What follows belongs to an exercise in optimizing a design on an open flow for small area; a production flow would make more cautious choices. RTL that was checked went through simulation tests only; none was proved equivalent to the original. The RTL of run 2 was laid out without a check of its function. Power figures rest on the tool's default switching activity, not on a simulated workload.

==> flow/design.v <==
`default_nettype none
package fetch_pkg;
    localparam int unsigned LANE_W = $clog2(4);
    localparam int unsigned OFS_W  = LANE_W + 2;     
    typedef logic [32-1:0]   addr_t;
    typedef logic [4-1:0]    lane_mask_t;
    typedef logic [LANE_W-1:0]          lane_idx_t;
    typedef logic [4*32-1:0] block_t;
    typedef enum logic [1:0] {
        IDLE      = 2'b00,
        REQ       = 2'b01,   
        WAIT_DATA = 2'b10,
        WAIT_DROP = 2'b11    
    } fetch_state_e;
endpackage
`default_nettype wire
`default_nettype none
package bpred_pkg;
    localparam int unsigned BTB_IDX_W = $clog2(16);
    localparam int unsigned BTB_TAG_W = 32 - BTB_IDX_W - ($clog2(4) + 2);
    typedef enum logic [1:0] {
        STRONG_NT = 2'b00,
        WEAK_NT   = 2'b01,
        WEAK_T    = 2'b10,
        STRONG_T  = 2'b11
    } ctr_e;
    typedef struct packed {
        logic                   valid;
        logic [BTB_TAG_W-1:0]   tag;
        logic [$clog2(4)-1:0] lane;     
        logic [32-1:0] target;
    } btb_entry_t;
    function automatic logic [1:0] ctr_next(input logic [1:0] cur, input logic taken);
        logic [1:0] nxt;
        nxt = cur;
        case (cur)
            2'b00:   nxt = taken ? 2'b01 : 2'b00;    
            2'b01:   nxt = taken ? 2'b10 : 2'b00;    
            2'b10:   nxt = taken ? 2'b11 : 2'b01;    
            2'b11:   nxt = taken ? 2'b11 : 2'b10;    
            default: nxt = 2'b01;
        endcase
        ctr_next = nxt;
    endfunction
endpackage
`default_nettype wire
`timescale 1ns/1ps
`default_nettype none
module pc_register (
    input  wire                         clk_i,
    input  wire                         arst_n_i,
    input  wire                         req_accept_i,
    input  wire                         exc_valid_i,
    input  wire fetch_pkg::addr_t       exc_pc_i,
    input  wire                         br_mispredict_i,
    input  wire fetch_pkg::addr_t       br_target_i,
    input  wire                         btb_hit_i,
    input  wire fetch_pkg::lane_idx_t   btb_lane_i,
    input  wire fetch_pkg::addr_t       btb_target_i,
    input  wire                         pht_taken_i,     
    output fetch_pkg::addr_t            fetch_pc_o,
    output fetch_pkg::lane_idx_t        last_lane_o,     
    output logic                        pred_taken_o,
    output logic                        flush_o
);
    localparam int unsigned LANE_W = fetch_pkg::LANE_W;
    localparam int unsigned OFS_W  = fetch_pkg::OFS_W;
    fetch_pkg::addr_t       pc_q;
    fetch_pkg::addr_t       seq_pc;
    fetch_pkg::addr_t       pred_target;
    fetch_pkg::addr_t       redirect_pc;
    assign pred_taken_o = btb_hit_i && (btb_lane_i >= pc_q[2 +: LANE_W]) && pht_taken_i;
    assign last_lane_o  = pred_taken_o ? btb_lane_i : {LANE_W{1'b1}};
    assign seq_pc      = {pc_q[32-1:OFS_W] + 1'b1, {OFS_W{1'b0}}};
    assign pred_target = pred_taken_o ? btb_target_i : seq_pc;
    assign flush_o     = exc_valid_i | br_mispredict_i;
    assign redirect_pc = exc_valid_i ? exc_pc_i : br_target_i;   
    always_ff @(posedge clk_i or negedge arst_n_i) begin
        if (!arst_n_i) begin
            pc_q <= 32'h0000_1000;
        end else if (flush_o) begin
            pc_q <= redirect_pc;
        end else if (req_accept_i) begin
            pc_q <= pred_target;
        end
    end
    assign fetch_pc_o = pc_q;
endmodule
`default_nettype wire
`timescale 1ns/1ps
`default_nettype none
module branch_target_buffer (
    input  wire                         clk_i,
    input  wire                         arst_n_i,
    input  wire fetch_pkg::addr_t       fetch_pc_i,
    input  wire                         upd_valid_i,
    input  wire fetch_pkg::addr_t       upd_pc_i,
    input  wire                         upd_taken_i,
    input  wire fetch_pkg::addr_t       upd_target_i,
    output logic                        hit_o,
    output fetch_pkg::lane_idx_t        lane_o,
    output fetch_pkg::addr_t            target_o
);
    localparam int unsigned OFS_W = fetch_pkg::OFS_W;
    localparam int unsigned IDX_W = bpred_pkg::BTB_IDX_W;
    localparam int unsigned TAG_W = bpred_pkg::BTB_TAG_W;
    localparam int unsigned LANE_W = fetch_pkg::LANE_W;
    logic [16-1:0]                    valid_q;
    logic [16-1:0][TAG_W-1:0]         tag_q;
    logic [16-1:0][LANE_W-1:0]        lane_q;
    logic [16-1:0][32-1:0] target_q;
    logic [IDX_W-1:0]       rd_idx;
    logic [TAG_W-1:0]       rd_tag;
    logic [IDX_W-1:0]       upd_idx;
    logic [TAG_W-1:0]       upd_tag;
    fetch_pkg::lane_idx_t   upd_lane;
    logic                   upd_match;
    assign rd_idx   = fetch_pc_i[OFS_W +: IDX_W];
    assign rd_tag   = fetch_pc_i[32-1 -: TAG_W];
    logic                       rd_valid;
    logic [TAG_W-1:0]           rd_tag_q;
    always_comb begin
        rd_valid = 1'b0;
        rd_tag_q = '0;
        lane_o   = '0;
        target_o = '0;
        for (int i = 0; i < 16; i++) begin
            if (rd_idx == IDX_W'(i)) begin
                rd_valid = rd_valid | valid_q[i];
                rd_tag_q = rd_tag_q | tag_q[i];
                lane_o   = lane_o   | lane_q[i];
                target_o = target_o | target_q[i];
            end
        end
    end
    assign hit_o    = rd_valid && (rd_tag_q == rd_tag);
    assign upd_idx  = upd_pc_i[OFS_W +: IDX_W];
    assign upd_tag  = upd_pc_i[32-1 -: TAG_W];
    assign upd_lane = upd_pc_i[2 +: LANE_W];
    logic                       old_valid;
    logic [TAG_W-1:0]           old_tag;
    fetch_pkg::lane_idx_t       old_lane;
    always_comb begin
        old_valid = 1'b0;
        old_tag   = '0;
        old_lane  = '0;
        for (int i = 0; i < 16; i++) begin
            if (upd_idx == IDX_W'(i)) begin
                old_valid = old_valid | valid_q[i];
                old_tag   = old_tag   | tag_q[i];
                old_lane  = old_lane  | lane_q[i];
            end
        end
    end
    assign upd_match = old_valid && (old_tag == upd_tag) && (old_lane == upd_lane);
    for (genvar i = 0; i < 16; i++) begin : g_entry
        logic sel;
        assign sel = upd_valid_i && (upd_idx == IDX_W'(i));
        always_ff @(posedge clk_i or negedge arst_n_i) begin
            if (!arst_n_i) begin
                valid_q[i] <= 1'b0;
            end else if (sel) begin
                if (upd_taken_i) begin
                    valid_q[i] <= 1'b1;
                end else if (upd_match) begin
                    valid_q[i] <= 1'b0;          
                end
            end
        end
        always_ff @(posedge clk_i) begin
            if (sel && upd_taken_i) begin
                tag_q[i]    <= upd_tag;
                lane_q[i]   <= upd_lane;
                target_q[i] <= upd_target_i;
            end
        end
    end
endmodule
`default_nettype wire
`timescale 1ns/1ps
`default_nettype none
module pattern_history_table (
    input  wire                         clk_i,
    input  wire                         arst_n_i,
    input  wire fetch_pkg::addr_t       fetch_pc_i,
    input  wire fetch_pkg::lane_idx_t   lane_i,
    input  wire                         upd_valid_i,
    input  wire fetch_pkg::addr_t       upd_pc_i,
    input  wire                         upd_taken_i,
    output logic                        taken_o
);
    localparam int unsigned LANE_W = fetch_pkg::LANE_W;
    localparam int unsigned OFS_W  = fetch_pkg::OFS_W;
    localparam int unsigned IDX_W  = $clog2(64);
    logic [64-1:0]    dir_q;
    logic [64-1:0]    strong_q;
    logic [IDX_W-1:0]           rd_idx;
    logic [IDX_W-1:0]           upd_idx;
    assign rd_idx  = {fetch_pc_i[OFS_W +: IDX_W-LANE_W], lane_i};
    assign taken_o = dir_q[rd_idx];
    assign upd_idx = upd_pc_i[2 +: IDX_W];      
    for (genvar i = 0; i < 64; i++) begin : g_ctr
        logic sel;
        assign sel = upd_valid_i && (upd_idx == IDX_W'(i));
        always_ff @(posedge clk_i or negedge arst_n_i) begin
            if (!arst_n_i) begin
                dir_q[i]    <= 1'b0;
                strong_q[i] <= 1'b0;
            end else if (sel) begin
                strong_q[i] <= (dir_q[i] == upd_taken_i);
                if (!strong_q[i]) begin
                    dir_q[i] <= upd_taken_i;
                end
            end
        end
    end
endmodule
`default_nettype wire
`timescale 1ns/1ps
`default_nettype none
module fetch_ctrl (
    input  wire                         clk_i,
    input  wire                         arst_n_i,
    input  wire fetch_pkg::addr_t       fetch_pc_i,
    input  wire fetch_pkg::lane_idx_t   last_lane_i,
    input  wire                         pred_taken_i,
    input  wire                         flush_i,
    input  wire                         inst_index_ok_i,
    input  wire                         inst_data_ok_i,
    input  wire fetch_pkg::block_t      inst_rdata_i,
    input  wire                         iq_ready_i,
    output logic                        req_accept_o,
    output logic                        inst_req_o,
    output fetch_pkg::addr_t            inst_index_o,
    output logic                        iq_valid_o,
    output fetch_pkg::addr_t            iq_pc_o,
    output fetch_pkg::block_t           iq_inst_o,
    output fetch_pkg::lane_mask_t       iq_lane_en_o,
    output logic                        iq_pred_taken_o,
    output fetch_pkg::addr_t            iq_pred_target_o
);
    localparam int unsigned LANE_W = fetch_pkg::LANE_W;
    localparam int unsigned OFS_W  = fetch_pkg::OFS_W;
    fetch_pkg::fetch_state_e    state_q;
    fetch_pkg::fetch_state_e    state_d;
    logic                       buf_valid_q;
    logic                       data_fire;
    fetch_pkg::addr_t           blk_pc_q;
    fetch_pkg::lane_idx_t       blk_last_q;      
    logic                       blk_pred_taken_q;
    fetch_pkg::block_t          blk_inst_q;
    assign inst_req_o   = (state_q == fetch_pkg::REQ) && !flush_i;   
    assign inst_index_o = {fetch_pc_i[32-1:OFS_W], {OFS_W{1'b0}}};
    assign req_accept_o = inst_req_o && inst_index_ok_i;
    assign data_fire = (state_q == fetch_pkg::WAIT_DATA) && inst_data_ok_i && !flush_i;
    always_comb begin
        state_d = state_q;
        case (state_q)
            fetch_pkg::IDLE: begin
                if (!buf_valid_q || iq_ready_i) begin
                    state_d = fetch_pkg::REQ;
                end
            end
            fetch_pkg::REQ: begin
                if (req_accept_o) begin
                    state_d = fetch_pkg::WAIT_DATA;
                end
            end
            fetch_pkg::WAIT_DATA: begin
                if (inst_data_ok_i) begin
                    state_d = fetch_pkg::IDLE;
                end else if (flush_i) begin
                    state_d = fetch_pkg::WAIT_DROP;
                end
            end
            default: begin
                if (inst_data_ok_i) begin
                    state_d = fetch_pkg::IDLE;
                end
            end
        endcase
    end
    always_ff @(posedge clk_i or negedge arst_n_i) begin
        if (!arst_n_i) begin
            state_q     <= fetch_pkg::IDLE;
            buf_valid_q <= 1'b0;
        end else begin
            state_q     <= state_d;
            buf_valid_q <= !flush_i && (buf_valid_q ? !iq_ready_i : data_fire);
        end
    end
    always_ff @(posedge clk_i) begin
        if (state_q == fetch_pkg::REQ) begin
            blk_pc_q         <= fetch_pc_i;
            blk_last_q       <= last_lane_i;
            blk_pred_taken_q <= pred_taken_i;
        end
    end
    always_ff @(posedge clk_i) begin
        if (!buf_valid_q) begin
            blk_inst_q <= inst_rdata_i;
        end
    end
    for (genvar l = 0; l < 4; l++) begin : g_lane
        assign iq_lane_en_o[l] = (blk_pc_q[2 +: LANE_W] <= LANE_W'(l)) &&
                                 (blk_last_q >= LANE_W'(l));
    end
    assign iq_valid_o       = buf_valid_q;
    assign iq_pc_o          = blk_pc_q;
    assign iq_inst_o        = blk_inst_q;
    assign iq_pred_taken_o  = blk_pred_taken_q;
    assign iq_pred_target_o = fetch_pc_i;
endmodule
`default_nettype wire
`timescale 1ns/1ps
`default_nettype none
module fetch_stage (
    input  wire                         clk_i,
    input  wire                         arst_n_i,
    output logic                        inst_req_o,
    output fetch_pkg::addr_t            inst_index_o,
    input  wire                         inst_index_ok_i,
    input  wire                         inst_data_ok_i,
    input  wire fetch_pkg::block_t      inst_rdata_i,
    output logic                        iq_valid_o,
    input  wire                         iq_ready_i,
    output fetch_pkg::addr_t            iq_pc_o,
    output fetch_pkg::block_t           iq_inst_o,
    output fetch_pkg::lane_mask_t       iq_lane_en_o,
    output logic                        iq_pred_taken_o,
    output fetch_pkg::addr_t            iq_pred_target_o,
    input  wire                         br_update_valid_i,
    input  wire fetch_pkg::addr_t       br_pc_i,
    input  wire                         br_taken_i,
    input  wire fetch_pkg::addr_t       br_target_i,
    input  wire                         br_mispredict_i,
    input  wire                         exc_valid_i,
    input  wire fetch_pkg::addr_t       exc_pc_i
);
    fetch_pkg::addr_t       fetch_pc;
    fetch_pkg::lane_idx_t   last_lane;
    logic                   pred_taken;
    logic                   flush;
    logic                   req_accept;
    logic                   btb_hit;
    fetch_pkg::lane_idx_t   btb_lane;
    fetch_pkg::addr_t       btb_target;
    logic                   pht_taken;
    pc_register u_pc_register (
        .clk_i           (clk_i),
        .arst_n_i        (arst_n_i),
        .req_accept_i    (req_accept),
        .exc_valid_i     (exc_valid_i),
        .exc_pc_i        (exc_pc_i),
        .br_mispredict_i (br_mispredict_i),
        .br_target_i     (br_target_i),
        .btb_hit_i       (btb_hit),
        .btb_lane_i      (btb_lane),
        .btb_target_i    (btb_target),
        .pht_taken_i     (pht_taken),
        .fetch_pc_o      (fetch_pc),
        .last_lane_o     (last_lane),
        .pred_taken_o    (pred_taken),
        .flush_o         (flush)
    );
    branch_target_buffer u_branch_target_buffer (
        .clk_i        (clk_i),
        .arst_n_i     (arst_n_i),
        .fetch_pc_i   (fetch_pc),
        .upd_valid_i  (br_update_valid_i),
        .upd_pc_i     (br_pc_i),
        .upd_taken_i  (br_taken_i),
        .upd_target_i (br_target_i),
        .hit_o        (btb_hit),
        .lane_o       (btb_lane),
        .target_o     (btb_target)
    );
    pattern_history_table u_pattern_history_table (
        .clk_i       (clk_i),
        .arst_n_i    (arst_n_i),
        .fetch_pc_i  (fetch_pc),
        .lane_i      (btb_lane),
        .upd_valid_i (br_update_valid_i),
        .upd_pc_i    (br_pc_i),
        .upd_taken_i (br_taken_i),
        .taken_o     (pht_taken)
    );
    fetch_ctrl u_fetch_ctrl (
        .clk_i            (clk_i),
        .arst_n_i         (arst_n_i),
        .fetch_pc_i       (fetch_pc),
        .last_lane_i      (last_lane),
        .pred_taken_i     (pred_taken),
        .flush_i          (flush),
        .inst_index_ok_i  (inst_index_ok_i),
        .inst_data_ok_i   (inst_data_ok_i),
        .inst_rdata_i     (inst_rdata_i),
        .iq_ready_i       (iq_ready_i),
        .req_accept_o     (req_accept),
        .inst_req_o       (inst_req_o),
        .inst_index_o     (inst_index_o),
        .iq_valid_o       (iq_valid_o),
        .iq_pc_o          (iq_pc_o),
        .iq_inst_o        (iq_inst_o),
        .iq_lane_en_o     (iq_lane_en_o),
        .iq_pred_taken_o  (iq_pred_taken_o),
        .iq_pred_target_o (iq_pred_target_o)
    );
endmodule
`default_nettype wire
==> flow/flow/run.sh <==
#!/bin/bash
# The standard layout (standard.sh), with:
#  - an area-oriented ABC script in synthesis (flow/synth.tcl, flow/area.abc)
#  - the smallest buffer on every port
#  - a clock tree without dummy loads
# The make output goes to flow_make.log here; each ORFS step also keeps its
# own log under orfs/logs/.
set -euo pipefail
export AREA_ABC_SCRIPT="$PWD/flow/area.abc"
bash standard.sh \
    "SYNTH_SCRIPT=$PWD/flow/synth.tcl" \
    "BUFFER_PORTS_ARGS=-buffer_cell sky130_fd_sc_hd__buf_1" \
    "CTS_ARGS=-sink_clustering_enable -repair_clock_nets -dont_use_dummy_load -buf_list sky130_fd_sc_hd__clkbuf_8 -sink_clustering_size 16 -sink_clustering_max_diameter 60" \
    finish > flow_make.log 2>&1
==> flow/flow/area.abc <==
&get -n
&st
&syn3
&dch -f
&nf -a -R 1000
&put
==> flow/flow/synth.tcl <==
# The standard synthesis script (synth_recipe.tcl), with ABC's mapping
# script swapped for an area-oriented one. Registers are mapped before ABC
# runs, so they are the standard synthesis's.
proc synth {args} { yosys synth -nofsm -noshare {*}$args }
proc abc {args} {
  set i [lsearch -exact $args -script]
  if {$i >= 0} { lset args [expr {$i + 1}] $::env(AREA_ABC_SCRIPT) }
  yosys abc {*}$args
}
source $::env(SCRIPTS_DIR)/synth.tcl
# left out here: clear keep_hierarchy, flatten, clean up, hide names made inside functions, write 1_2_yosys.v
==> flow/standard.sh <==
#!/bin/bash
# synth_recipe.tcl (not shown) runs the flow's synth.tcl, then flattens the netlist and writes it again
# the make line also repeats each setting of config.mk as NAME=value (left out here)
make -C /OpenROAD-flow-scripts/flow DESIGN_CONFIG=/design/flow/config.mk WORK_HOME=/design/flow/orfs CLKGATE_MAP_FILE= SYNTH_SCRIPT=/design/flow/synth_recipe.tcl "${@:-finish}"
==> flow/config.mk <==
export PLATFORM = sky130hd
export DESIGN_NAME = fetch_stage
export DESIGN_NICKNAME = fetch_stage
export VERILOG_FILES = /design/flow/design.v
export SDC_FILE = /design/flow/constraint.sdc
export NUM_CORES = 4
export LEC_CHECK = 0
export CAP_MARGIN = 20
export CORE_MARGIN = 2
export CORE_UTILIZATION = 40
export SLEW_MARGIN = 20
==> flow/constraint.sdc <==
create_clock -name core_clock -period 6.0 [get_ports {clk_i}]
set_input_delay 1.2000 -clock core_clock [delete_from_list [all_inputs] [get_ports {clk_i}]]
set_output_delay 1.2000 -clock core_clock [all_outputs]
set_load 0.01 [all_outputs]
==> results of run 1 <==
## placed cells by master (no fill, tap or decap), types with 7 or more instances in the layout
cell type / count
xor2_1: 91
clkinv_1: 21
nand4_1: 73
edfxtp_1: 1091
a21o_1: 20
ha_1: 9
nor2_4: 12
nand3_1: 29
and2_4: 12
mux2_1: 63
and4_1: 22
nand2b_1: 11
nand2_1: 349
a221o_1: 14
buf_1: 453
xnor2_1: 44
a221oi_1: 68
a41oi_1: 14
a21oi_1: 101
a22o_1: 77
buf_12: 18
a22oi_1: 147
o21ai_0: 137
and3_1: 32
buf_4: 108
o31ai_1: 7
and3_4: 20
nor3_1: 9
a222oi_1: 242
clkbuf_8: 109
and4b_1: 8
nor2_1: 110
diode_2: 11
dfrtp_1: 178
## flip-flops by register name, indices dropped and copies added (netlist names)
name	flops
u_branch_target_buffer.lane_q	32
u_branch_target_buffer.tag_q	384
u_branch_target_buffer.target_q	512
u_branch_target_buffer.valid_q	16
u_fetch_ctrl.blk_inst_q	128
u_fetch_ctrl.blk_last_q	2
u_fetch_ctrl.blk_pc_q	32
u_fetch_ctrl.blk_pred_taken_q	1
u_fetch_ctrl.buf_valid_q	1
u_fetch_ctrl.state_q	2
u_pattern_history_table.dir_q	64
u_pattern_history_table.strong_q	64
u_pc_register.pc_q	32
## Yosys cell counts, types with 5 or more instances
library cell,count
edfxtp_1,1091
o21ai_0,137
and3_1,52
nor3_1,14
a211oi_1,6
a21oi_1,102
o31ai_1,7
a41oi_1,14
ha_1,10
clkinv_1,23
and4_1,22
o211ai_1,5
and2_0,15
nand2b_1,11
a22oi_1,147
xnor2_1,44
nand4_1,73
a21o_1,20
a222oi_1,242
nor2_1,127
nand3_1,29
xor2_1,91
mux2_1,63
nor4_1,8
and4b_1,9
a221o_1,14
a22o_1,77
dfrtp_1,178
a221oi_1,68
buf_4,32
nand2_1,349
## worst max-delay path, delay by kind of cell, from the launching register on
kind | cells | cell delay, ns
compound gates | 9 | 1.80
simple gates | 8 | 1.61
buf+inv | 4 | 0.93
fa+ha+maj | 2 | 0.51
flops | 1 | 0.47
## worst min-delay path by stage
stage,start,end,slack (ns),cells after the start
after floorplan,u_pattern_history_table.strong_q[32],u_pattern_history_table.strong_q[32],0.45,2
after global placement,u_pattern_history_table.strong_q[56],u_pattern_history_table.strong_q[56],0.46,2
after detailed placement,u_pattern_history_table.strong_q[28],u_pattern_history_table.strong_q[28],0.47,2
after CTS,arst_n_i,u_pattern_history_table.strong_q[7],0.34,1
after global routing,arst_n_i,u_pattern_history_table.strong_q[5],0.39,1
final,arst_n_i,u_pattern_history_table.dir_q[7],0.41,1
## final cells by class
type                            count  area [µm²]  share of cell area, %
Multi-Input combinational cell   1792       12400                   22.1
Sequential cell                  1270       37200                   66.3
Tap cell                         1637        2050                   3.64
Antenna cell                       11        27.5                 0.0490
Clock buffer                      109        1500                   2.67
Timing Repair Buffer              583        2900                   5.15
Inverter                           23        90.1                  0.160
## logic make-up after synthesis
| kind of cell | share of synthesized area, % |
|---|---|
| buffers and inverters | 0.658 |
| other | 0.00755 |
| xor gates and xnor gates | 2.38 |
| adders and majority gates | 0.252 |
| AOI/OAI and AO/OA | 13.4 |
| DFF | 75.0 |
| and+or+nand+nor | 6.76 |
| muxes | 1.49 |
## layer usage
metal | up-vias | wire length [µm] | part of all wire [%] | track usage (%)
met5 | - | 97 | 0.058 | 0
met4 | 14 | 6270 | 3.7 | 9.78
met3 | 406 | 20500 | 12 | 6.11
met2 | 2479 | 77300 | 46 | 40.5
met1 | 17100 | 64000 | 38 | 34.6
li1 | 14200 | - | - | -
## report_power, final
group	switching [mW]	internal, mW	total, mW
combinational	2.01	0.956	2.97
clock	2.75	1.61	4.36
sequential	0.333	10.1	10.4
## stage by stage
stage	total power, mW	utilization (%)
finish	17.7	45.5
global route	18.3	45.5
CTS	17.8	45.5
detailed placement	13.5	44.3
global placement	13.5	44.3
floorplan	12.1	-
==> results.sh, run 1 <==
export IMPL_status="complete, no violations"
export IMPL_slew_viol_final=0
export IMPL_r2r_slack_ns=0.54
export IMPL_peakVddDrop_v=0.000243
export IMPL_worst_slack_ns=0.543
export IMPL_synthDistinctLibCells=47
export IMPL_seq_area_frac_synth_pct=75.0
export IMPL_syn_area_um2=49700
export IMPL_synthFlopType="edfxtp_1"
export IMPL_timing_rr_end="u_pc_register.pc_q[16]"
export IMPL_fin_skew_ns=0.125
export IMPL_drtPass1Iterations=10
export IMPL_dp_slack_ns=0.542
export IMPL_ys_async_sr_fraction_pct=14.1
export IMPL_worstSetupEndpoint="u_pc_register.pc_q[16]"
export IMPL_fin_crit_sh_pct=91.0
export IMPL_cpMostUsedCell="o21ai_0"
export IMPL_drtAntennaViolNets=0
export IMPL_cts_clk_slew_worst_paths_ns=0.10
export IMPL_maxCapViolCount=0
export IMPL_syn2layout_area_growth_pct=13.2
export IMPL_floorplan_initialDensity_pct=40.2
export IMPL_rsz0062_at_grt="no"
export IMPL_final_hold_viol_count=0
export IMPL_root_buffer="clkbuf_8"
export IMPL_yosysWarnings=4
export IMPL_grt_pass1_vias=32600
export IMPL_crit_required_ns=6.76
export IMPL_placed_area_um2=54700
export IMPL_crit_path_top_delay_cell="or4_1"
export IMPL_die_area_um2=127000
export IMPL_holdWs_ns=0.409
export IMPL_num_rows=129
export IMPL_place_inst=5305
export IMPL_dp_hpwl_mm=98.4
export IMPL_cp_slowest_stage_delay_ns=0.53
export IMPL_netlist_area_leader_share_pct=66.0
export IMPL_grt_max_degree=84
export IMPL_nNetsFinal=4022
export IMPL_wl_mm=168
export IMPL_synth_top_cells_by_area="edfxtp_1, dfrtp_1, a222oi_1, nand2_1, a22oi_1"
export IMPL_powerDensity_nw_per_um2=315
export IMPL_fp_dieW_um=356
export IMPL_period_needed_ns=5.46
export IMPL_drive_gt1_share_pct=7.97
export IMPL_cp_cell_sequence="clkinv_1, ha_1, and2_4, a222oi_1, nand3_1, or4_1, clkinv_1, buf_4, ha_1, nand2b_1, a21oi_1, a31oi_1, o21ai_0, a2111oi_0, and4_1, nand4_1, nor4_4, buf_12, a41oi_1, o21ai_0, nand2_1, o21ai_0, o21ai_0"
export IMPL_max_freq_ghz=0.183
export IMPL_yosys_area_top_type="edfxtp_1"
export IMPL_r2r_start="u_pc_register.pc_q[5]"
export IMPL_syn_avg_cell_area_um2=15.9
export IMPL_hold_buffers=0
export IMPL_clock_path_buffers=3
export IMPL_grt_first_pass_wirelength_mm=235
export IMPL_ys_ff_latch=1270
export IMPL_clock_sinks=1270
export IMPL_setup_tns_ns=0
export IMPL_vias_per_cell=6.32
export IMPL_path_class="flop to flop"
export IMPL_hold_class="primary input to asynchronous set/reset pin"
export IMPL_end_kind="flop"
export IMPL_instances_no_fill=5425
export IMPL_design_area_um2=56200
export IMPL_slew_headroom_pct=29.1
export IMPL_startpoint_type="flop"
export IMPL_cts_setup_buffers=0
export IMPL_clk_latency_ns=0.90
export IMPL_io_buffers=457
export IMPL_timing_critical_path_fanout_max=40
export IMPL_num_io_pins=464
export IMPL_fillers=10800
export IMPL_leakagePower_nw=18.5
export IMPL_cts_tree="done"
export IMPL_cts_resized=0
export IMPL_routedWlPerCell_um=31.0
export IMPL_grt_use_total_pct=25.7
export IMPL_core_um2=123000
export IMPL_drc=0
export IMPL_place_congestion=0.852
export IMPL_max_slew_worst_pin_slew_ns=1.06
export IMPL_cp_arrival_ns=6.21
export IMPL_startpoint="u_pc_register.pc_q[5]"
export IMPL_drt_iter0_markers=6383
export IMPL_antenna_found_initial=20
export IMPL_numCtsBuffers=109
export IMPL_r2r_cells=23
export IMPL_vias=34300
export IMPL_die_y_um=356
export IMPL_grt_overflow=0
export IMPL_netlist_instances=3114
export IMPL_setup_viol=0
export IMPL_htreeDepth=3
export IMPL_synth_edf_count=1091
==> inputs of run 2 (changes only) <==
--- a/flow/design.v
+++ b/flow/design.v
@@ -196,6 +196,15 @@
     logic [64-1:0]    strong_q;
-    logic [IDX_W-1:0]           rd_idx;
     logic [IDX_W-1:0]           upd_idx;
-    assign rd_idx  = {fetch_pc_i[OFS_W +: IDX_W-LANE_W], lane_i};
-    assign taken_o = dir_q[rd_idx];
+    logic [IDX_W-LANE_W-1:0]        rd_blk;
+    logic [4-1:0]        blk_dir;
+    assign rd_blk = fetch_pc_i[OFS_W +: IDX_W-LANE_W];
+    always_comb begin
+        blk_dir = '0;
+        for (int b = 0; b < 64/4; b++) begin
+            if (rd_blk == (IDX_W-LANE_W)'(b)) begin
+                blk_dir = blk_dir | dir_q[b*4 +: 4];
+            end
+        end
+    end
+    assign taken_o = blk_dir[lane_i];
     assign upd_idx = upd_pc_i[2 +: IDX_W];      
--- a/flow/config.mk
+++ b/flow/config.mk
@@ -9,3 +9,4 @@
 export CORE_MARGIN = 2
-export CORE_UTILIZATION = 40
+export CORE_UTILIZATION = 65
+export PLACE_DENSITY = 0.75
 export SLEW_MARGIN = 20
==> results.sh, run 2 <==
export IMPL_io_buffers=457
export IMPL_netlist_area_leader_share_pct=66.2
export IMPL_slew_headroom_pct=23.6
export IMPL_multi_input_area_um2=12200
export IMPL_placed_area_um2=53700
export IMPL_synth_top_cells_by_area="edfxtp_1, dfrtp_1, a222oi_1, nand2_1, a22oi_1"
export IMPL_hold_buffers=0
export IMPL_drive_gt1_share_pct=7.74
export IMPL_fin_crit_sh_pct=94.7
export IMPL_final_common_cell="edfxtp_1"
export IMPL_period_needed_ns=5.68
export IMPL_nNetsFinal=3990
export IMPL_peakVddDrop_v=0.000258
export IMPL_rsz0062_at_grt="no"
export IMPL_drtAntennaViolNets=0
export IMPL_netlist_instances=3087
export IMPL_routedWlPerCell_um=33.0
export IMPL_maxCapViolCount=0
export IMPL_path_class="flop to flop"
export IMPL_drt_iter0_markers=7831
export IMPL_max_slew_worst_pin_slew_ns=1.14
export IMPL_powerDensity_nw_per_um2=310
export IMPL_cp_arrival_ns=6.32
export IMPL_clock_sinks=1270
export IMPL_ff_latch_area_um2=37200
export IMPL_design_area_um2=55100
export IMPL_grt_first_pass_wirelength_mm=220
export IMPL_synth_common_cells="edfxtp_1, nand2_1, a222oi_1"
export IMPL_ys_ff_latch=1270
export IMPL_drc=0
export IMPL_crit_required_ns=6.63
export IMPL_holdWs_ns=0.482
export IMPL_cts_clk_slew_worst_paths_ns=0.09
export IMPL_clk_latency_ns=0.75
export IMPL_grt_overflow=0
export IMPL_htreeDepth=3
export IMPL_vias=35100
export IMPL_status="complete, no violations"
export IMPL_floorplan_initialDensity_pct=65.4
export IMPL_slew_viol_final=0
export IMPL_setup_viol=0
export IMPL_mostFrequentLayoutCells="edfxtp_1, buf_1, nand2_1, a222oi_1, dfrtp_1"
export IMPL_hold_class="flop to flop"
export IMPL_grt_max_degree=129
export IMPL_antenna_found_initial=13
export IMPL_end_kind="flop"
export IMPL_grt_use_total_pct=39.1
export IMPL_yosysWarnings=4
export IMPL_syn_area_um2=49500
export IMPL_num_io_pins=464
export IMPL_clock_path_buffers=3
export IMPL_yosys_area_top_type="edfxtp_1"
export IMPL_startpoint_type="flop"
export IMPL_final_hold_viol_count=0
export IMPL_die_area_um2=78400
export IMPL_leakagePower_nw=18.2
export IMPL_fillers=4776
export IMPL_top_register="u_branch_target_buffer.target_q"
export IMPL_timing_critical_path_fanout_max=18
export IMPL_max_freq_ghz=0.176
export IMPL_cts_tree="done"
export IMPL_core_um2=75700
export IMPL_die_y_um=280
export IMPL_total_power_mw=17.1
export IMPL_ys_async_sr_fraction_pct=14.1
export IMPL_drtPass1Iterations=10
export IMPL_synthDistinctLibCells=46
export IMPL_synthMostInstantiatedCell="edfxtp_1"
export IMPL_synthFlopType="edfxtp_1"
export IMPL_root_buffer="clkbuf_8"
export IMPL_cts_resized=0
export IMPL_setup_tns_ns=0
export IMPL_largest_reg_flops=512
export IMPL_vias_per_cell=7.41
export IMPL_place_congestion=0.929
export IMPL_wl_mm=156
export IMPL_dp_slack_ns=0.656
export IMPL_fp_dieW_um=280
export IMPL_seq_area_frac_synth_pct=75.2
export IMPL_num_rows=101
export IMPL_worst_slack_ns=0.318
export IMPL_syn_avg_cell_area_um2=16.0
export IMPL_cts_setup_buffers=0
export IMPL_grt_pass1_vias=33600
export IMPL_fin_skew_ns=0.0819
export IMPL_syn2layout_area_growth_pct=11.2
export IMPL_numCtsBuffers=94
export IMPL_reg_largest_list="u_branch_target_buffer.target_q: 512 flops, u_branch_target_buffer.tag_q: 384 flops, u_fetch_ctrl.blk_inst_q: 128 flops"
export IMPL_dp_hpwl_mm=94.5
export IMPL_synth_edf_count=1091
==> run 2: cell count changes after synthesis, sizes merged, moves of 17 or more <==
cell,change
a22o,+17
a221oi,+18
a21oi,-43
nand2,-34
a21o,-18
o21ai,+37
==> run 2: stage by stage <==
stage / cells / util, %
final: 4735 / 72.7
after global routing: 4731 / 72.7
after CTS: 4722 / 72.7
after detailed placement: 4628 / 71.0
after global placement: 4628 / 71.0
after floorplan: 3090 / -
==> run 2: worst paths after layout <==
check                      cells after the start  slack [ns]                                    to                                  from
max in group asynchronous                      2        4.11                u_pc_register.pc_q[19]                              arst_n_i
hold reg to reg                                2        0.48  u_pattern_history_table.strong_q[47]  u_pattern_history_table.strong_q[47]
min in group asynchronous                      1        0.58     u_pattern_history_table.dir_q[47]                              arst_n_i
hold / removal                                 2        0.48  u_pattern_history_table.strong_q[47]  u_pattern_history_table.strong_q[47]
setup reg to reg                              18        0.32                 u_pc_register.pc_q[9]                 u_pc_register.pc_q[5]
setup / recovery                              18        0.32                 u_pc_register.pc_q[9]                 u_pc_register.pc_q[5]
==> run 2: kinds of logic (layout without fill, tap and decap cells) <==
logic type	Yosys count	after routing	synth area share, %
XOR/XNOR	136	136	2.41
adder cells (fa/ha/maj)	10	10	0.253
buffers and inverters	51	706	0.629
multiplexers	65	65	1.47
AND/OR/NAND/NOR	719	719	6.80
flip-flops	1270	1270	75.2
AO/OA/AOI/OAI	835	835	13.2
other	1	16	0.00758
==> run 2: where the power goes <==
part	internal [mW]	total, mW	switching [mW]
clock	1.40	3.95	2.55
combinational	0.901	2.73	1.83
sequential	10.0	10.4	0.356
total	12.4	17.1	4.74
==> run 2: per-layer routing <==
| layer | wire length, µm | global-route usage [%] | up-vias |
|---|---|---|---|
| li1 | - | - | 14100 |
| met1 | 52100 | 52.7 | 16900 |
| met2 | 71100 | 59.4 | 3457 |
| met3 | 25700 | 11.6 | 541 |
| met4 | 7400 | 18.2 | 8 |
| met5 | 46 | 0 | - |
==> run 2: final cells by class <==
class                   instances  share of cell area (%)
diodes                         12                  0.0545
clock buffers                  94                    2.35
inverters                      19                   0.134
multi-input cells            1769                    22.1
flip-flops and latches       1270                    67.6
well taps                     978                    2.22
repair buffers                593                    5.49
==> run 2: critical path, stage by stage (launching register included) <==
cell and delay, ns:
dfrtp_1 0.57, buf_4 0.19, ha_1 0.28, and2_2 0.66
a222oi_1 0.20, nand3_1 0.14, nor2_1 0.07, buf_4 0.17
ha_1 0.27, nand2b_1 0.09, a21oi_1 0.10, a31oi_1 0.61
nand3_1 0.14, nor3_1 0.32, nand3_2 0.46, a2111oi_0 0.94
a21oi_1 0.07, o21ai_0 0.19, nand2_1 0.08
==> inputs of run 3 (changes only) <==
--- a/flow/design.v
+++ b/flow/design.v
@@ -77,2 +77,14 @@
     assign redirect_pc = exc_valid_i ? exc_pc_i : br_target_i;   
+    logic sel_exc, sel_br, sel_btb, sel_seq, sel_hold;
+    fetch_pkg::addr_t pc_d;
+    assign sel_exc  = exc_valid_i;
+    assign sel_br   = !exc_valid_i && br_mispredict_i;
+    assign sel_btb  = !flush_o && req_accept_i && pred_taken_o;
+    assign sel_seq  = !flush_o && req_accept_i && !pred_taken_o;
+    assign sel_hold = !flush_o && !req_accept_i;
+    assign pc_d = ({32{sel_exc}}  & exc_pc_i)     |
+                  ({32{sel_br}}   & br_target_i)  |
+                  ({32{sel_btb}}  & btb_target_i) |
+                  ({32{sel_seq}}  & seq_pc)       |
+                  ({32{sel_hold}} & pc_q);
     always_ff @(posedge clk_i or negedge arst_n_i) begin
@@ -80,6 +92,4 @@
             pc_q <= 32'h0000_1000;
-        end else if (flush_o) begin
-            pc_q <= redirect_pc;
-        end else if (req_accept_i) begin
-            pc_q <= pred_target;
+        end else begin
+            pc_q <= pc_d;
         end
==> flow/flow/area.abc (replaced) <==
&get -n
&st
&syn2
&syn3
&dch -f
&nf -a -p -R 1000 -C 32
&put
==> results.sh, run 3 <==
export IMPL_status="complete, no violations"
export IMPL_place_congestion=0.979
export IMPL_cts_tree="done"
export IMPL_grt_overflow=0
export IMPL_htreeDepth=3
export IMPL_die_area_um2=77700
export IMPL_synth_edf_count=1091
export IMPL_synthFlopType="edfxtp_1"
export IMPL_fin_util_pct=72.9
export IMPL_ys_async_sr_fraction_pct=14.1
export IMPL_drt_iter0_markers=8278
export IMPL_syn_avg_cell_area_um2=16.5
export IMPL_cp_arrival_ns=6.17
export IMPL_path_class="flop to flop"
export IMPL_max_freq_ghz=0.182
export IMPL_grt_pass1_vias=33800
export IMPL_seq_area_frac_synth_pct=75.9
export IMPL_synthDistinctLibCells=43
export IMPL_yosys_area_top_type="edfxtp_1"
export IMPL_grt_use_met3_pct=12.9
export IMPL_antenna_found_initial=8
export IMPL_nNetsFinal=3841
export IMPL_netlist_instances=2973
export IMPL_ys_ff_latch=1270
export IMPL_multi_input_area_um2=11800
export IMPL_cts_clk_slew_worst_paths_ns=0.10
export IMPL_fp_dieW_um=279
export IMPL_floorplan_initialDensity_pct=65.8
export IMPL_dp_slack_ns=0.876
export IMPL_vias_per_cell=7.56
export IMPL_slew_headroom_pct=24.4
export IMPL_period_needed_ns=5.50
export IMPL_num_rows=100
export IMPL_drtAntennaViolNets=0
export IMPL_wl_mm=158
export IMPL_num_io_pins=464
export IMPL_final_hold_viol_count=0
export IMPL_fin_skew_ns=0.0766
export IMPL_grt_first_pass_wirelength_mm=225
export IMPL_grt_use_total_pct=40.0
export IMPL_cts_resized=0
export IMPL_drtPass1Iterations=15
export IMPL_startpoint_type="flop"
export IMPL_maxCapViolCount=0
export IMPL_syn2layout_area_growth_pct=10.8
export IMPL_drive_gt1_share_pct=7.06
export IMPL_syn_area_um2=49100
export IMPL_hold_class="flop to flop"
export IMPL_netlist_area_leader_share_pct=66.7
export IMPL_max_slew_worst_pin_slew_ns=1.13
export IMPL_slew_viol_final=0
export IMPL_largest_reg_flops=512
export IMPL_cts_setup_buffers=0
export IMPL_crit_required_ns=6.66
export IMPL_timing_critical_path_fanout_max=41
export IMPL_setup_tns_ns=0
export IMPL_end_kind="flop"
export IMPL_grt_busiest_layer="met2"
export IMPL_peakVddDrop_v=0.000332
export IMPL_setup_viol=0
export IMPL_drc=0
export IMPL_met1_usage_pct=54.3
export IMPL_vias=34600
export IMPL_mostFrequentLayoutCells="edfxtp_1, buf_1, a222oi_1, nand2_1, a22oi_1"
export IMPL_yosysWarnings=4
export IMPL_use_met2_pct=59.8
export IMPL_clock_sinks=1270
export IMPL_final_common_cell="edfxtp_1"
export IMPL_numCtsBuffers=94
export IMPL_io_buffers=457
export IMPL_powerDensity_nw_per_um2=303
export IMPL_synth_common_cells="edfxtp_1, a222oi_1, nand2_1"
export IMPL_grt_max_degree=126
export IMPL_routedWlPerCell_um=34.6
export IMPL_root_buffer="clkbuf_8"
export IMPL_worst_slack_ns=0.498
export IMPL_holdWs_ns=0.489
export IMPL_reg_largest_list="u_branch_target_buffer.target_q: 512 flops, u_branch_target_buffer.tag_q: 384 flops, u_fetch_ctrl.blk_inst_q: 128 flops"
export IMPL_fin_crit_sh_pct=91.7
export IMPL_leakagePower_nw=17.9
export IMPL_rsz0062_at_grt="no"
export IMPL_top_register="u_branch_target_buffer.target_q"
export IMPL_fillers=4697
export IMPL_clock_path_buffers=3
export IMPL_ff_latch_area_um2=37200
export IMPL_synthMostInstantiatedCell="edfxtp_1"
export IMPL_synth_top_cells_by_area="edfxtp_1, dfrtp_1, a222oi_1, a22oi_1, nand2_1"
export IMPL_dp_hpwl_mm=89.2
export IMPL_hold_buffers=0
export IMPL_clk_latency_ns=0.75
export IMPL_core_um2=74600
export IMPL_die_y_um=279
[run 3: cell count changes after synthesis, sizes merged, moves of 18 or more]
cell,before,now
a21oi,59,9
a221oi,86,41
a222oi,237,287
a22o,94,43
a22oi,147,205
and3,49,31
nand2,315,262
o21ai,174,120
o31ai,5,23
[run 3: logic make-up (layout without fill, tap and decap cells)]
logic type               count (synthesis)  count (layout)  share of synthesized area, %
buffers and inverters                   39             659                         0.543
multiplexers                            64              64                          1.47
XOR/XNOR                               136             136                          2.43
AND/OR/NAND/NOR                        688             688                          6.65
adder cells (fa/ha/maj)                 10              10                         0.255
other                                    1               9                       0.00764
flip-flops                            1270            1270                          75.9
AO/OA/AOI/OAI                          765             765                          12.8
[run 3: critical path: stages (launching register included)]
cell       delay [ns]
dfrtp_1          0.80
nor2b_1          0.35
and2_4           0.55
buf_4            0.82
a222oi_1         0.15
and4_1           0.28
a31oi_1          0.48
o21ai_0          0.20
a211oi_1         0.30
o2111ai_1        0.17
nor4_2           0.41
buf_4            0.30
nand2_1          0.28
o21ai_0          0.27
[run 3: metal layers]
metal,share of wire (%),vias to the layer above
li1,-,13700
met1,33,16600
met2,44,3551
met3,17,701
met4,5.5,6
met5,0.022,-
[run 3: power breakdown]
| part | total [mW] | switching (mW) | internal, mW | leakage, nW |
|---|---|---|---|---|
| logic | 2.15 | 1.48 | 0.673 | 4.84 |
| registers | 10.3 | 0.312 | 10.0 | 12.3 |
| clock network | 3.97 | 2.57 | 1.40 | 0.676 |
| total | 16.5 | 4.36 | 12.1 | 17.9 |
[run 3: per-stage QoR]
stage | cells | cell area (µm²) | power, mW
after detailed placement | 4470 | 53100 | 12.6
after CTS | 4564 | 54300 | 16.4
after floorplan | 2976 | 49100 | 11.6
after global placement | 4470 | 53100 | 12.5
final | 4570 | 54400 | 16.5
after global routing | 4569 | 54400 | 16.9
[run 3: layout make-up]
class | instances | area share, %
inverter | 7 | 0.0529
multi-input combinational | 1667 | 21.8
timing repair buffer | 558 | 5.06
sequential | 1270 | 68.5
tap | 969 | 2.23
clock buffer | 94 | 2.38
antenna | 5 | 0.0230
[run 3: path summary, 6_finish.rpt]
kind,start,endpoint,slack (ns),depth (start not counted)
max in group asynchronous,arst_n_i,u_pc_register.pc_q[5],4.13,2
setup / recovery,u_pc_register.pc_q[6],u_pc_register.pc_q[1],0.50,13
min in group asynchronous,arst_n_i,u_pattern_history_table.strong_q[23],0.60,1
hold / removal,u_pattern_history_table.strong_q[3],u_pattern_history_table.strong_q[3],0.49,2
hold reg to reg,u_pattern_history_table.strong_q[3],u_pattern_history_table.strong_q[3],0.49,2
setup reg to reg,u_pc_register.pc_q[6],u_pc_register.pc_q[1],0.50,13
==> inputs of run 4 (changes only) <==
==> flow/flow/area.abc (replaced) <==
&get -n
&st
&syn3
&dch -f
&nf -a -R 1000
&put
==> results.sh, run 4 <==
export IMPL_cp_arrival_ns=6.54
export IMPL_grt_use_total_pct=39.9
export IMPL_drive_gt1_share_pct=7.83
export IMPL_slew_viol_final=0
export IMPL_fin_crit_sh_pct=97.3
export IMPL_place_congestion=0.963
export IMPL_grt_use_met3_pct=13.4
export IMPL_yosys_area_top_type="edfxtp_1"
export IMPL_powerDensity_nw_per_um2=303
export IMPL_hold_buffers=0
export IMPL_status="complete, no violations"
export IMPL_met1_usage_pct=53.6
export IMPL_vias=34600
export IMPL_cts_resized=0
export IMPL_hold_class="primary input to asynchronous set/reset pin"
export IMPL_largest_reg_flops=512
export IMPL_timing_critical_path_fanout_max=14
export IMPL_root_buffer="clkbuf_8"
export IMPL_io_buffers=457
export IMPL_crit_required_ns=6.70
export IMPL_syn_avg_cell_area_um2=16.6
export IMPL_grt_overflow=0
export IMPL_yosysWarnings=4
export IMPL_rsz0062_at_grt="no"
export IMPL_drc=0
export IMPL_final_hold_viol_count=0
export IMPL_fin_util_pct=72.8
export IMPL_die_y_um=278
export IMPL_synth_common_cells="edfxtp_1, nand2_1, a222oi_1"
export IMPL_max_slew_worst_pin_slew_ns=1.20
export IMPL_num_io_pins=464
export IMPL_max_freq_ghz=0.171
export IMPL_seq_area_frac_synth_pct=76.1
export IMPL_cts_clk_slew_worst_paths_ns=0.10
export IMPL_synth_top_cells_by_area="edfxtp_1, dfrtp_1, a222oi_1, a22oi_1, nand2_1"
export IMPL_ys_ff_latch=1270
export IMPL_synth_compound_area_share_pct=13.2
export IMPL_synth_top_family_by_area="compound AO/OA/AOI/OAI gates"
export IMPL_netlist_instances=2950
export IMPL_numCtsBuffers=92
export IMPL_grt_max_degree=180
export IMPL_htreeDepth=3
export IMPL_synthMostInstantiatedCell="edfxtp_1"
export IMPL_leakagePower_nw=18.2
export IMPL_mostFrequentLayoutCells="edfxtp_1, buf_1, nand2_1, a222oi_1, dfrtp_1"
export IMPL_use_met2_pct=59.6
export IMPL_cts_tree="done"
export IMPL_startpoint_type="flop"
export IMPL_die_area_um2=77500
export IMPL_grt_busiest_layer="met2"
export IMPL_setup_tns_ns=0
export IMPL_drtAntennaViolNets=0
export IMPL_synthFlopType="edfxtp_1"
export IMPL_wl_mm=157
export IMPL_routedWlPerCell_um=34.4
export IMPL_syn2layout_area_growth_pct=10.9
export IMPL_grt_pass1_vias=34000
export IMPL_holdWs_ns=0.478
export IMPL_syn_area_um2=49000
export IMPL_synthMuxAreaShare_pct=1.49
export IMPL_setup_viol=0
export IMPL_synth_simple_area_share_pct=6.33
export IMPL_antenna_found_initial=11
export IMPL_ys_async_sr_fraction_pct=14.1
export IMPL_core_um2=74600
export IMPL_peakVddDrop_v=0.000237
export IMPL_num_rows=100
export IMPL_top_register="u_branch_target_buffer.target_q"
export IMPL_period_needed_ns=5.84
export IMPL_dp_hpwl_mm=93.3
export IMPL_clk_latency_ns=0.77
export IMPL_synth_xor_area_share_pct=2.00
export IMPL_grt_first_pass_wirelength_mm=223
export IMPL_end_kind="flop"
export IMPL_reg_largest_list="u_branch_target_buffer.target_q: 512 flops, u_branch_target_buffer.tag_q: 384 flops, u_fetch_ctrl.blk_inst_q: 128 flops"
export IMPL_netlist_area_leader_share_pct=66.9
export IMPL_clock_sinks=1270
export IMPL_drtPass1Iterations=13
export IMPL_slew_headroom_pct=19.8
export IMPL_floorplan_initialDensity_pct=65.7
export IMPL_fp_dieW_um=278
export IMPL_path_class="flop to flop"
export IMPL_synth_edf_count=1091
export IMPL_drt_iter0_markers=7936
export IMPL_cts_setup_buffers=0
export IMPL_nNetsFinal=3845
export IMPL_maxCapViolCount=0
export IMPL_final_common_cell="edfxtp_1"
export IMPL_fin_skew_ns=0.0909
export IMPL_yosys_area_share_adder_pct=0.256
export IMPL_vias_per_cell=7.56
export IMPL_synthDistinctLibCells=52
export IMPL_clock_path_buffers=3
==> run 4: cell types whose count changed after synthesis, moves of 14 or more <==
cell / delta
a22oi_1: -42
nand2_1: +18
a22o_1: +48
a221oi_1: +43
and3_1: +20
o31ai_1: -22
o21ai_0: -41
xor2_1: -21
a21o_1: +16
and2_0: -15
clkinv_1: +14
a222oi_1: -37
nand4_1: -26
o221ai_1: +17
==> run 4: worst paths after layout <==
path | end | slack (ns) | cells after the start | start
worst max-delay path | u_pc_register.pc_q[11] | 0.16 | 18 | u_pc_register.pc_q[4]
worst min-delay path | u_pattern_history_table.strong_q[38] | 0.48 | 2 | arst_n_i
worst max register to register | u_pc_register.pc_q[11] | 0.16 | 18 | u_pc_register.pc_q[4]
worst min register to register | u_fetch_ctrl.blk_pc_q[0] | 0.49 | 0 | u_pc_register.pc_q[0]
max in group asynchronous | u_pattern_history_table.dir_q[25] | 4.54 | 3 | arst_n_i
min in group core_clock | u_fetch_ctrl.blk_pc_q[0] | 0.49 | 0 | u_pc_register.pc_q[0]
==> run 4: kinds of logic (layout without fill, tap and decap cells) <==
group | Yosys count | after routing
simple gates | 663 | 663
other cells | 1 | 8
fa+ha+maj | 10 | 10
xor+xnor | 112 | 112
compound gates | 776 | 776
flops | 1270 | 1270
buf+inv | 53 | 700
mux | 65 | 65
==> run 4: routing by layer <==
metal / vias to the layer above / part of all wire, %
met4: 12 / 5.5
met2: 3402 / 44
met5: - / 0.051
met3: 694 / 17
met1: 16800 / 33
li1: 13700 / -
==> run 4: stage by stage <==
stage / worst slack, ns / area (µm²) / total power, mW / cells
floorplan: 0.0280 / 49000 / 11.5 / 2953
global placement: 0.726 / 53000 / 12.5 / 4475
detailed placement: 0.648 / 53000 / 12.6 / 4475
CTS: 0.632 / 54200 / 16.3 / 4567
global route: 0.0704 / 54300 / 16.8 / 4572
finish: 0.160 / 54300 / 16.4 / 4573
==> run 4: layout make-up <==
class	instances	area (µm²)
sequential	1270	37200
fill	4681	20300
multi-input combinational	1630	11600
timing repair buffer	587	2850
clock buffer	92	1270
tap	969	1210
inverter	21	81.3
antenna	4	10.0
==> run 4: where the power goes <==
part	switching, mW	internal (mW)	leakage [nW]
Sequential	0.314	10.0	12.3
Combinational	1.47	0.683	5.14
Clock	2.57	1.37	0.661
==> run 4: worst max-delay path, stage by stage (launching register included) <==
cell	delay (ns)
dfrtp_1	0.59
clkinv_1	0.20
ha_1	0.28
and3_2	0.44
buf_4	0.26
a22o_1	0.23
a221o_1	0.26
a211oi_1	0.17
nand2_1	0.23
clkinv_1	0.18
o22ai_1	0.18
nor4_1	0.77
nand4_1	0.28
a311oi_1	0.31
buf_4	0.21
nand3_2	0.44
buf_4	0.41
a41o_1	0.24
nand4_1	0.08
==> inputs of run 5 (changes only) <==
--- a/flow/config.mk
+++ b/flow/config.mk
@@ -9,4 +9,3 @@
 export CORE_MARGIN = 2
-export CORE_UTILIZATION = 65
-export PLACE_DENSITY = 0.75
+export CORE_UTILIZATION = 40
 export SLEW_MARGIN = 20
==> results.sh, run 5 <==
export IMPL_status="complete, no violations"
export IMPL_peakVddDrop_v=0.000224
export IMPL_r2r_start="u_pc_register.pc_q[7]"
export IMPL_setup_viol=0
export IMPL_nNetsFinal=3868
export IMPL_antenna_found_initial=15
export IMPL_leakagePower_nw=18.3
export IMPL_p_int_mw=12.3
export IMPL_ff_latch_area_um2=37200
export IMPL_design_area_um2=55500
export IMPL_core_um2=122000
export IMPL_place_congestion=0.890
export IMPL_p_switching_mw=4.48
export IMPL_clock_path_buffers=3
export IMPL_crit_path_top_delay_cell="buf_4"
export IMPL_cts_resized=0
export IMPL_synth_common_cells="edfxtp_1, nand2_1, a222oi_1"
export IMPL_cp_slowest_stage_delay_ns=0.69
export IMPL_crit_cells=16
export IMPL_cts_setup_buffers=0
export IMPL_placed_area_um2=54000
export IMPL_place_inst=5142
export IMPL_numCtsBuffers=105
export IMPL_drtAntennaViolNets=0
export IMPL_grt_use_total_pct=25.9
export IMPL_grt_first_pass_wirelength_mm=234
export IMPL_mostFrequentLayoutCells="edfxtp_1, buf_1, nand2_1, a222oi_1, dfrtp_1"
export IMPL_dp_hpwl_mm=102
export IMPL_routedWlPerCell_um=31.8
export IMPL_synth_top_cells_by_area="edfxtp_1, dfrtp_1, a222oi_1, a22oi_1, nand2_1"
export IMPL_clk_latency_ns=0.88
export IMPL_cts_tree="done"
export IMPL_htreeDepth=3
export IMPL_path_buf_inv=4
export IMPL_drtPass1Iterations=10
export IMPL_r2r_cells=16
export IMPL_timing_rr_end="u_pc_register.pc_q[7]"
export IMPL_grt_overflow=0
export IMPL_synthMostInstantiatedCell="edfxtp_1"
export IMPL_top_register="u_branch_target_buffer.target_q"
export IMPL_end_kind="flop"
export IMPL_floorplan_initialDensity_pct=40.3
export IMPL_yosysWarnings=4
export IMPL_largest_reg_flops=512
export IMPL_swShare_pct=26.7
export IMPL_cp_arrival_ns=6.08
export IMPL_slew_headroom_pct=29.3
export IMPL_cpMostUsedCell="buf_4"
export IMPL_powerDensity_nw_per_um2=302
export IMPL_grt_max_degree=173
export IMPL_holdWs_ns=0.269
export IMPL_drt_iter0_markers=6477
export IMPL_hold_buffers=0
export IMPL_fp_dieW_um=354
export IMPL_multi_input_area_um2=11700
export IMPL_seq_area_frac_synth_pct=76.1
export IMPL_fin_crit_sh_pct=88.6
export IMPL_ys_ff_latch=1270
export IMPL_clock_sinks=1270
export IMPL_grt_pass1_vias=32000
export IMPL_die_area_um2=125000
export IMPL_power_frac_clock_pct=25.5
export IMPL_r2r_slack_ns=0.69
export IMPL_vias_per_cell=6.38
export IMPL_num_rows=128
export IMPL_maxCapViolCount=0
export IMPL_num_io_pins=464
export IMPL_drc=0
export IMPL_timing_critical_path_fanout_max=32
export IMPL_critical_path_top_delay_family="simple AND/OR/NAND/NOR gates"
export IMPL_hold_class="primary input to asynchronous set/reset pin"
export IMPL_rsz0062_at_grt="no"
export IMPL_synthDistinctLibCells=52
export IMPL_dp_slack_ns=0.721
export IMPL_cts_clk_slew_worst_paths_ns=0.11
export IMPL_startpoint_type="flop"
export IMPL_final_common_cell="edfxtp_1"
export IMPL_netlist_instances=2950
export IMPL_synth_edf_count=1091
export IMPL_setup_tns_ns=0
export IMPL_fillers=10600
export IMPL_io_buffers=457
export IMPL_instances_no_fill=5256
export IMPL_yosys_area_top_type="edfxtp_1"
export IMPL_worst_slack_ns=0.687
export IMPL_startpoint="u_pc_register.pc_q[7]"
export IMPL_root_buffer="clkbuf_8"
export IMPL_period_needed_ns=5.31
export IMPL_pwr_share_comb_pct=12.8
export IMPL_max_freq_ghz=0.188
export IMPL_netlist_area_leader_share_pct=66.9
export IMPL_crit_required_ns=6.77
export IMPL_reg_largest_list="u_branch_target_buffer.target_q: 512 flops, u_branch_target_buffer.tag_q: 384 flops, u_fetch_ctrl.blk_inst_q: 128 flops"
export IMPL_max_slew_worst_pin_slew_ns=1.06
export IMPL_synthFlopType="edfxtp_1"
export IMPL_seqPwrFrac_pct=61.7
export IMPL_syn2layout_area_growth_pct=13.3
export IMPL_cp_cell_sequence="buf_4, nor2b_1, and2_4, buf_4, a222oi_1, nand4_1, nor2_1, xnor2_1, a2111oi_0, nand4_1, a311oi_1, buf_4, nand3b_1, buf_12, nor4_1, or3_1"
export IMPL_path_class="flop to flop"
export IMPL_ys_async_sr_fraction_pct=14.1
export IMPL_fin_skew_ns=0.135
export IMPL_syn_area_um2=49000
export IMPL_wl_mm=167
export IMPL_vias=33500
export IMPL_drive_gt1_share_pct=8.47
export IMPL_worstSetupEndpoint="u_pc_register.pc_q[7]"
export IMPL_die_y_um=354
export IMPL_slew_viol_final=0
export IMPL_syn_avg_cell_area_um2=16.6
export IMPL_final_hold_viol_count=0
==> run 5: cell counts after synthesis <==
Identical to the previous run, type by type.
==> run 5: kinds of logic after synthesis <==
group / synth area share (%)
buffers and inverters: 0.652
adder cells (fa/ha/maj): 0.256
AO/OA/AOI/OAI: 13.2
XOR/XNOR: 2.00
flip-flops: 76.1
other: 0.00766
AND/OR/NAND/NOR: 6.33
multiplexers: 1.49
==> run 5: worst min path at each step <==
| stage | end | startpoint | depth (start not counted) | slack, ns |
|---|---|---|---|---|
| final | u_pattern_history_table.strong_q[14] | arst_n_i | 1 | 0.27 |
| after CTS | u_pattern_history_table.strong_q[14] | arst_n_i | 1 | 0.16 |
| after global routing | u_pattern_history_table.strong_q[14] | arst_n_i | 1 | 0.23 |
| after global placement | u_pattern_history_table.strong_q[36] | u_pattern_history_table.strong_q[36] | 2 | 0.47 |
| after floorplan | u_pattern_history_table.strong_q[32] | u_pattern_history_table.strong_q[32] | 2 | 0.45 |
| after detailed placement | u_pattern_history_table.strong_q[46] | u_pattern_history_table.strong_q[46] | 2 | 0.47 |
==> run 5: cell type report <==
cell class                      instances  share of cell area, %
Clock buffer                          105                   2.60
Timing Repair Buffer                  597                   5.33
Multi-Input combinational cell       1630                   21.1
Inverter                               21                  0.147
Sequential cell                      1270                   67.1
Tap cell                             1625                   3.66
Antenna cell                            8                 0.0361
==> run 5: per-stage QoR <==
step | power [mW] | utilization (%)
finish | 16.8 | 45.7
detailed placement | 12.6 | 44.4
global route | 17.3 | 45.6
global placement | 12.6 | 44.4
floorplan | 11.5 | -
CTS | 16.8 | 45.6
==> run 5: power groups by stage <==
stage	combinational, mW	sequential, mW	clock [mW]
finish	2.15	10.3	4.27
global route	2.28	10.4	4.65
CTS	2.12	10.3	4.36
detailed placement	2.11	10.5	0
global placement	2.10	10.5	0
floorplan	1.01	10.5	0
==> run 5: per-layer routing <==
metal,routed length [µm],vias up,global-route usage [%]
met5,107,-,0
met4,6340,16,9.58
met3,21200,394,6.07
met2,77700,2582,41.9
met1,62000,16800,34.2
li1,-,13700,-
==> run 5: worst reg2reg max path: cells and delay by family, from the launching register on <==
| kind | cells | cell delay, ns |
|---|---|---|
| compound gates | 3 | 1.13 |
| flops | 1 | 0.51 |
| buf+inv | 4 | 1.39 |
| xor+xnor | 1 | 0.14 |
| simple gates | 8 | 2.03 |
==> inputs of run 6 (changes only) <==
--- a/flow/config.mk
+++ b/flow/config.mk
@@ -9,3 +9,4 @@
 export CORE_MARGIN = 2
-export CORE_UTILIZATION = 40
+export CORE_UTILIZATION = 55
+export PLACE_DENSITY = 0.7
 export SLEW_MARGIN = 20
==> results.sh, run 6 <==
export IMPL_timing_critical_path_fanout_max=28
export IMPL_cts_clk_slew_worst_paths_ns=0.08
export IMPL_final_common_cell="edfxtp_1"
export IMPL_hold_class="primary input to asynchronous set/reset pin"
export IMPL_instances_no_fill=4764
export IMPL_clk_latency_ns=0.81
export IMPL_netlist_instances=2950
export IMPL_root_buffer="clkbuf_8"
export IMPL_clock_path_buffers=3
export IMPL_cts_setup_buffers=0
export IMPL_synth_edf_count=1091
export IMPL_maxCapViolCount=0
export IMPL_total_power_mw=16.6
export IMPL_p_int_mw=12.2
export IMPL_drtPass1Iterations=12
export IMPL_yosysWarnings=4
export IMPL_setup_tns_ns=0
export IMPL_htreeDepth=3
export IMPL_antenna_found_initial=15
export IMPL_met3_length_mm=25.2
export IMPL_cts_tree="done"
export IMPL_synthFlopType="edfxtp_1"
export IMPL_numCtsBuffers=99
export IMPL_slew_viol_final=0
export IMPL_synth_top_cells_by_area="edfxtp_1, dfrtp_1, a222oi_1, a22oi_1, nand2_1"
export IMPL_fin_crit_sh_pct=90.1
export IMPL_max_slew_worst_pin_slew_ns=1.06
export IMPL_grt_max_degree=146
export IMPL_vias_per_cell=7.17
export IMPL_timing_rr_end="u_pc_register.pc_q[7]"
export IMPL_vias=34100
export IMPL_crit_required_ns=6.66
export IMPL_leakagePower_nw=18.2
export IMPL_yosys_area_top_type="edfxtp_1"
export IMPL_syn_area_um2=49000
export IMPL_wl_mm=162
export IMPL_r2r_cells=18
export IMPL_floorplan_initialDensity_pct=55.4
export IMPL_synthMostInstantiatedCell="edfxtp_1"
export IMPL_p_switching_mw=4.39
export IMPL_die_y_um=302
export IMPL_swShare_pct=26.5
export IMPL_fp_dieW_um=302
export IMPL_largest_reg_flops=512
export IMPL_r2r_slack_ns=0.59
export IMPL_met2_length_mm=72.8
export IMPL_place_congestion=0.951
export IMPL_startpoint_type="flop"
export IMPL_grt_overflow=0
export IMPL_synthDistinctLibCells=52
export IMPL_r2r_start="u_pc_register.pc_q[5]"
export IMPL_synth_common_cells="edfxtp_1, nand2_1, a222oi_1"
export IMPL_powerDensity_nw_per_um2=303
export IMPL_core_um2=88400
export IMPL_place_inst=4661
export IMPL_final_hold_viol_count=0
export IMPL_path_class="flop to flop"
export IMPL_drive_gt1_share_pct=7.71
export IMPL_wl_met1_mm=54.6
export IMPL_ys_ff_latch=1270
export IMPL_max_freq_ghz=0.185
export IMPL_end_kind="flop"
export IMPL_rsz0062_at_grt="no"
export IMPL_clock_sinks=1270
export IMPL_top_register="u_branch_target_buffer.target_q"
export IMPL_grt_first_pass_wirelength_mm=225
export IMPL_routedWlPerCell_um=33.9
export IMPL_pwr_share_comb_pct=12.9
export IMPL_io_buffers=457
export IMPL_slew_headroom_pct=29.2
export IMPL_highest_layer="met5"
export IMPL_nNetsFinal=3840
export IMPL_cp_arrival_ns=6.06
export IMPL_peakVddDrop_v=0.000243
export IMPL_power_frac_clock_pct=24.6
export IMPL_fin_skew_ns=0.101
export IMPL_cts_resized=0
export IMPL_status="complete, no violations"
export IMPL_setup_viol=0
export IMPL_drc=0
export IMPL_seq_area_frac_synth_pct=76.1
export IMPL_die_area_um2=91400
export IMPL_syn2layout_area_growth_pct=11.7
export IMPL_syn_avg_cell_area_um2=16.6
export IMPL_drt_iter0_markers=7276
export IMPL_grt_pass1_vias=33200
export IMPL_seqPwrFrac_pct=62.5
export IMPL_dp_hpwl_mm=95.6
export IMPL_drtAntennaViolNets=0
export IMPL_num_rows=109
export IMPL_grt_use_total_pct=34.4
export IMPL_reg_largest_list="u_branch_target_buffer.target_q: 512 flops, u_branch_target_buffer.tag_q: 384 flops, u_fetch_ctrl.blk_inst_q: 128 flops"
export IMPL_netlist_area_leader_share_pct=66.9
export IMPL_ys_async_sr_fraction_pct=14.1
export IMPL_fillers=6502
export IMPL_period_needed_ns=5.41
export IMPL_mostFrequentLayoutCells="edfxtp_1, buf_1, nand2_1, a222oi_1, dfrtp_1"
export IMPL_hold_buffers=0
export IMPL_num_io_pins=464
==> run 6: cell counts after synthesis <==
Identical to the previous run, type by type.
==> run 6: through the flow <==
step	cell area [µm²]	util (%)	worst slack, ns	hold slack [ns]
floorplan	49000	-	0.0280	0.450
global placement	53300	60.3	0.844	0.463
detailed placement	53300	60.3	0.734	0.473
CTS	54700	61.9	0.709	0.401
global route	54700	61.9	0.362	0.463
finish	54700	61.9	0.594	0.426
==> run 6: area by class of cell <==
class                      instances  area (µm²)  area share, %
timing repair buffer             575        2910           5.31
tap                             1165        1460           2.66
clock buffer                      99        1360           2.49
inverter                          21        81.3          0.149
sequential                      1270       37200           68.1
multi-input combinational       1630       11600           21.3
antenna                            4        10.0         0.0183
==> run 6: worst max-delay path: stages, from the launching register on <==
cell,delay (ns)
dfrtp_1,0.49
clkinv_1,0.13
ha_1,0.29
and3_4,0.53
buf_4,0.58
a22o_1,0.26
a221oi_1,0.06
and3_1,0.19
nand4_1,0.09
o21ai_0,0.20
a2111oi_0,0.70
buf_4,0.22
nand4_1,0.16
a311oi_1,0.26
buf_4,0.19
nand3b_1,0.16
buf_12,0.23
nor4_1,0.10
or3_1,0.37
==> run 6: power groups by stage <==
stage          Sequential [mW]  Clock (mW)  Combinational [mW]
2_1_floorplan             10.5           0                1.01
3_3_place_gp              10.5           0                2.02
3_5_place_dp              10.5           0                2.08
4_1_cts                   10.3        4.11                2.08
5_1_grt                   10.4        4.39                2.25
6_report                  10.4        4.09                2.14
==> run 6: routing by layer <==
layer	vias up	global-route usage, %
met2	3171	53.1
met4	20	17.0
met5	-	0.362
met3	616	9.85
li1	13700	-
met1	16700	45.2
==> run 6: how the worst max path moves through the flow <==
stage / cells past startpoint / to / start / slack, ns
2_1_floorplan: 13 / u_branch_target_buffer.valid_q[1] / br_pc_i[4] / 0.03
5_1_grt: 19 / u_pc_register.pc_q[6] / u_pc_register.pc_q[5] / 0.36
4_1_cts: 19 / u_pc_register.pc_q[6] / u_pc_register.pc_q[5] / 0.71
6_report: 18 / u_pc_register.pc_q[7] / u_pc_register.pc_q[5] / 0.59
3_3_place_gp: 18 / u_pc_register.pc_q[7] / u_pc_register.pc_q[5] / 0.84
3_5_place_dp: 18 / u_pc_register.pc_q[7] / u_pc_register.pc_q[5] / 0.73
==> run 6: cells by family after synthesis <==
| kind of cell | share of synthesized area (%) |
|---|---|
| other | 0.00766 |
| AOI/OAI and AO/OA | 13.2 |
| DFF | 76.1 |
| muxes | 1.49 |
| buffers and inverters | 0.652 |
| and+or+nand+nor | 6.33 |
| adders and majority gates | 0.256 |
| xor gates and xnor gates | 2.00 |

## separate check: timing with driven ports
In the flow no input, the clock included, has a driving cell. The finished layouts below were timed again as built, in two steps. Step 1 assumes that a clkbuf_16 drives the clock port and a buf_2 every other input. Step 2, shift: input delay + t, output delay - t, t = (earliest + latest rising clock arrival at the registers) / 2. This alone moves slack from input paths to output paths. Three values: no drivers, after step 1, after step 2; two values: the first two.
run | t (ns) | slack for setup (ns) | worst setup path after step 2 | slew at the worst register clock pin (ns) | worst slew at a driven data input, ns
run 1 | 0.899 | 0.543 / 0.543 / 0.486 | input to register | 0.10 / 0.10 | 0.23
run 2 | 0.767 | 0.318 / 0.318 / 0.318 | register to register | 0.10 / 0.10 | 0.13
run 3 | 0.784 | 0.498 / 0.498 / 0.311 | input to register | 0.11 / 0.11 | 0.16
run 4 | 0.795 | 0.160 / 0.160 / 0.160 | register to register | 0.11 / 0.11 | 0.11
run 5 | 0.885 | 0.687 / 0.687 / 0.578 | input to register | 0.11 / 0.11 | 0.15
run 6 | 0.828 | 0.594 / 0.594 / 0.350 | input to register | 0.10 / 0.10 | 0.17
After both steps setup and hold are still met in every run listed. The setup slack of run 6, which loses most, moves by 0.000 ns with the drivers and by -0.244 ns with both steps.
